This is an optimization exercise on Yosys and OpenROAD, whose aim is small area, a short achievable clock period and few clock cycles per item, not a production implementation.
Only simulation tests tie the RTL to the original design; equivalence was not proved.
Power figures rest on the tool's default switching activity, not on a simulated workload.

== job 101 ==
==> flow/design.v (excerpt) <==
module node_health_monitor_table_core #(
   parameter int unsigned SLOTS = SLOTS_DEF
)(
   input  logic        clock,
   input  logic        reset,
   input  logic        req_valid,
   output logic        req_ready,
   input  logic [1:0]  req_opcode,
   input  logic [31:0] req_node_id,
   input  logic [15:0] req_battery_cv,
   input  logic [15:0] req_reboot_total,
   input  logic [31:0] req_now_ms,
   output logic        rsp_valid,
   input  logic        rsp_ready,
   output logic [2:0]  rsp_alert_kind,
   output logic [31:0] rsp_alert_node,
   output logic [15:0] rsp_alert_arg,
   output logic [31:0] rsp_alert_time_ms,
   output logic [31:0] rsp_heard_ms,
   output logic        rsp_last_of_run,
   input  logic        csr_wen,
   input  logic [2:0]  csr_index,
   input  logic [31:0] csr_wdata
);
   localparam int unsigned CW = $clog2(SLOTS + 1);
   nhm_pkg::cfg_type cfg_ff;
   always_ff @(posedge clock) begin
      if (reset) begin
         cfg_ff <= {HIBERNATE_RST, CRITICAL_RST, WARNING_RST, HYST_RST,
                    RB_LIMIT_RST, RB_WINDOW_RST, SILENCE_RST};
      end else if (csr_wen) begin
         unique case (csr_index)
            CSR_HIBERNATE: cfg_ff.hibernate <= csr_wdata[15:0];
            CSR_CRITICAL:  cfg_ff.critical  <= csr_wdata[15:0];
            CSR_WARNING:   cfg_ff.warning   <= csr_wdata[15:0];
            CSR_HYST:      cfg_ff.hyst      <= csr_wdata[15:0];
            CSR_RB_LIMIT:  cfg_ff.rb_limit  <= csr_wdata[15:0];
            CSR_RB_WINDOW: cfg_ff.rb_window <= csr_wdata;
            CSR_SILENCE:   cfg_ff.silence   <= csr_wdata;
            default: ;
         endcase
      end
   end
   logic [31:0] m_node  [SLOTS];
   logic [31:0] m_heard [SLOTS];
   logic [1:0]  m_level [SLOTS];
   logic        m_silent[SLOTS];
   logic [31:0] m_wstart[SLOTS];
   logic [15:0] m_rbase [SLOTS];
   logic        m_anom  [SLOTS];
   logic [CW-1:0] used_ff;             
   logic        s_v;
   logic [1:0]  s_op;
   logic [31:0] s_id;
   logic [15:0] s_cv;
   logic [15:0] s_rb;
   logic [31:0] s_now;
   logic [1:0]  s_lvl;
   logic        s_warn_up, s_crit_up;
   logic [SLOTS-1:0] s_hit;
   logic        s_found;
   logic [31:0] s_heard, s_wstart;
   logic [15:0] s_rbase;
   logic [1:0]  s_level;
  ...
Size in the first run: roughly 6700 cells after synthesis, roughly 2400 flip-flops, roughly 260 I/O pins, about 100000 sq um of cells after synthesis.
==> flow/config.mk <==
export PLATFORM = sky130hd
export DESIGN_NAME = node_health_monitor_table_core
export DESIGN_NICKNAME = node_health_monitor_table_core
export VERILOG_FILES = /design/flow/design.v
export SDC_FILE = /design/flow/constraint.sdc
export NUM_CORES = 4
export LEC_CHECK = 0
export CAP_MARGIN = 20
export CORE_MARGIN = 2
export CORE_UTILIZATION = 40
export SETUP_SLACK_MARGIN = 3
export SLEW_MARGIN = 20
==> flow/constraint.sdc <==
create_clock -name core_clock -period 8.0 [get_ports {clock}]
set_input_delay 1.6000 -clock core_clock [delete_from_list [all_inputs] [get_ports {clock}]]
set_output_delay 1.6000 -clock core_clock [all_outputs]
set_load 0.01 [all_outputs]
run.sh (not shown) runs the stock make flow with config.mk's settings and CLKGATE_MAP_FILE= SYNTH_SCRIPT=/design/flow/synth_recipe.tcl, a recipe that flattens the netlist after the stock synthesis.
Job 101 has completed all stages; timing, DRC and antenna checks passed.
Testbench counts of job 101, summed over its fixed seeds: cycles 2,662, items 2,560.
Changes in job 102 relative to job 101:
Settings: SETUP_SLACK_MARGIN removed (was 3).
[summary]
The final layout from job 102, which completed every stage, passed the timing, design-rule and antenna checks at the end of the flow. Between job 102 and job 101, it is job 102 whose area overhead of the layout relative to synthesis is lower, by 4.8 points. Total design power: job 102 < job 101. Job 102 vs. job 101: logic gate share of total power -0.2 points, register share of the cell area +2.4 points, total number of cells along the worst setup path -5. Looking at proportion of power drawn by the clock network, job 102 sits 0.7 points below job 101. Between job 101 and job 102, the flow reports area occupied by multi-input gates decreasing by a few percent. Taking job 102 as 1.0, job 101 lands at 1.05 on DRC marker count from the first detailed-route iteration.

---

node_health_monitor_table_core, a different RTL version from the one above (not shown whole).
For scale: roughly 7700 cells after synthesis, ~260 I/O pins, about 120000 um2 of cells after synthesis.
Settings: LEC_CHECK=0, CAP_MARGIN=20, CORE_MARGIN=2, CORE_UTILIZATION=35, SETUP_SLACK_MARGIN=5, SLEW_MARGIN=20, SYNTH_HIERARCHICAL=1, SYNTH_MINIMUM_KEEP_SIZE=0; clock period 8.0 ns.
standard.sh (not shown) runs the stock make flow with config.mk's settings and CLKGATE_MAP_FILE= SYNTH_SCRIPT=/design/flow/synth_recipe.tcl, a recipe that flattens the netlist after the stock synthesis.
==> flow/flow/run.sh <==
#!/bin/bash
# The standard layout (standard.sh, unchanged synthesis and steps), with one change:
# the input and output port buffers are buf_4 cells instead of the buffer that
# buffer_ports picks on its own (clkdlybuf4s50_1, a delay cell that is slow on every
# port path). Every port still gets its own buffer. The make output goes to
# layout.log here; ORFS keeps each step's log under orfs/logs/.
set -euo pipefail
export BUFFER_PORTS_ARGS="-buffer_cell sky130_fd_sc_hd__buf_4"
bash standard.sh finish > layout.log 2>&1
Testbench counts at the start, summed over its fixed seeds: cycles 2,670, items 2,560.
Then changed:
--- a/flow/config.mk
+++ b/flow/config.mk
@@ -9,3 +9,3 @@
 export CORE_MARGIN = 2
-export CORE_UTILIZATION = 35
+export CORE_UTILIZATION = 45
 export SETUP_SLACK_MARGIN = 5
Result:
- routed wire length fell by 2.2%
- non-clock buffer count fell by 68
- sequential share of layout area went up by 1.0 points
Then changed:
--- a/flow/config.mk
+++ b/flow/config.mk
@@ -9,3 +9,3 @@
 export CORE_MARGIN = 2
-export CORE_UTILIZATION = 45
+export CORE_UTILIZATION = 40
 export SETUP_SLACK_MARGIN = 5
After rerunning: Wire length went up by 7.7%; final area went up by 2.0%; synthesized area stays the same; count of clock-buffer cells in the layout went up by 11; total power went up by 0.40%.

==> re-timing with driven ports <==
Ports are ideal in the flow. The routed layouts listed here were re-timed in OpenROAD. Step 1: set_driving_cell puts a clkbuf_16 on clock and a buf_2 on each other input, an assumption about the parent block. Step 2 times the ports against the registers' clock, not the clock port: input delays grow and output delays shrink by t, the midpoint of the rising clock arrivals with the driver on. Slacks: ideal / step 1 / step 2; pairs: ideal / step 1.
| run | shift t [ns] | setup WS [ns] | worst register clock-pin slew, ns |
|---|---|---|---|
| job 101 | 0.998 | 2.540 / 2.540 / 1.802 | 0.07 / 0.07 |
| job 102 | 0.986 | 1.160 / 1.160 / 1.160 | 0.07 / 0.07 |
| the first run of note 2 | 0.977 | 4.527 / 4.442 / 3.465 | 0.08 / 0.08 |
| the second run of note 2 | 1.019 | 4.560 / 4.495 / 3.476 | 0.07 / 0.07 |
| the third run of note 2 | 0.980 | 4.561 / 4.549 / 3.569 | 0.07 / 0.07 |
After both steps setup and hold are still met in every run listed. For the second run of note 2, which loses most, drivers alone change the setup slack by -0.065 ns; drivers and shift together by -1.084 ns.
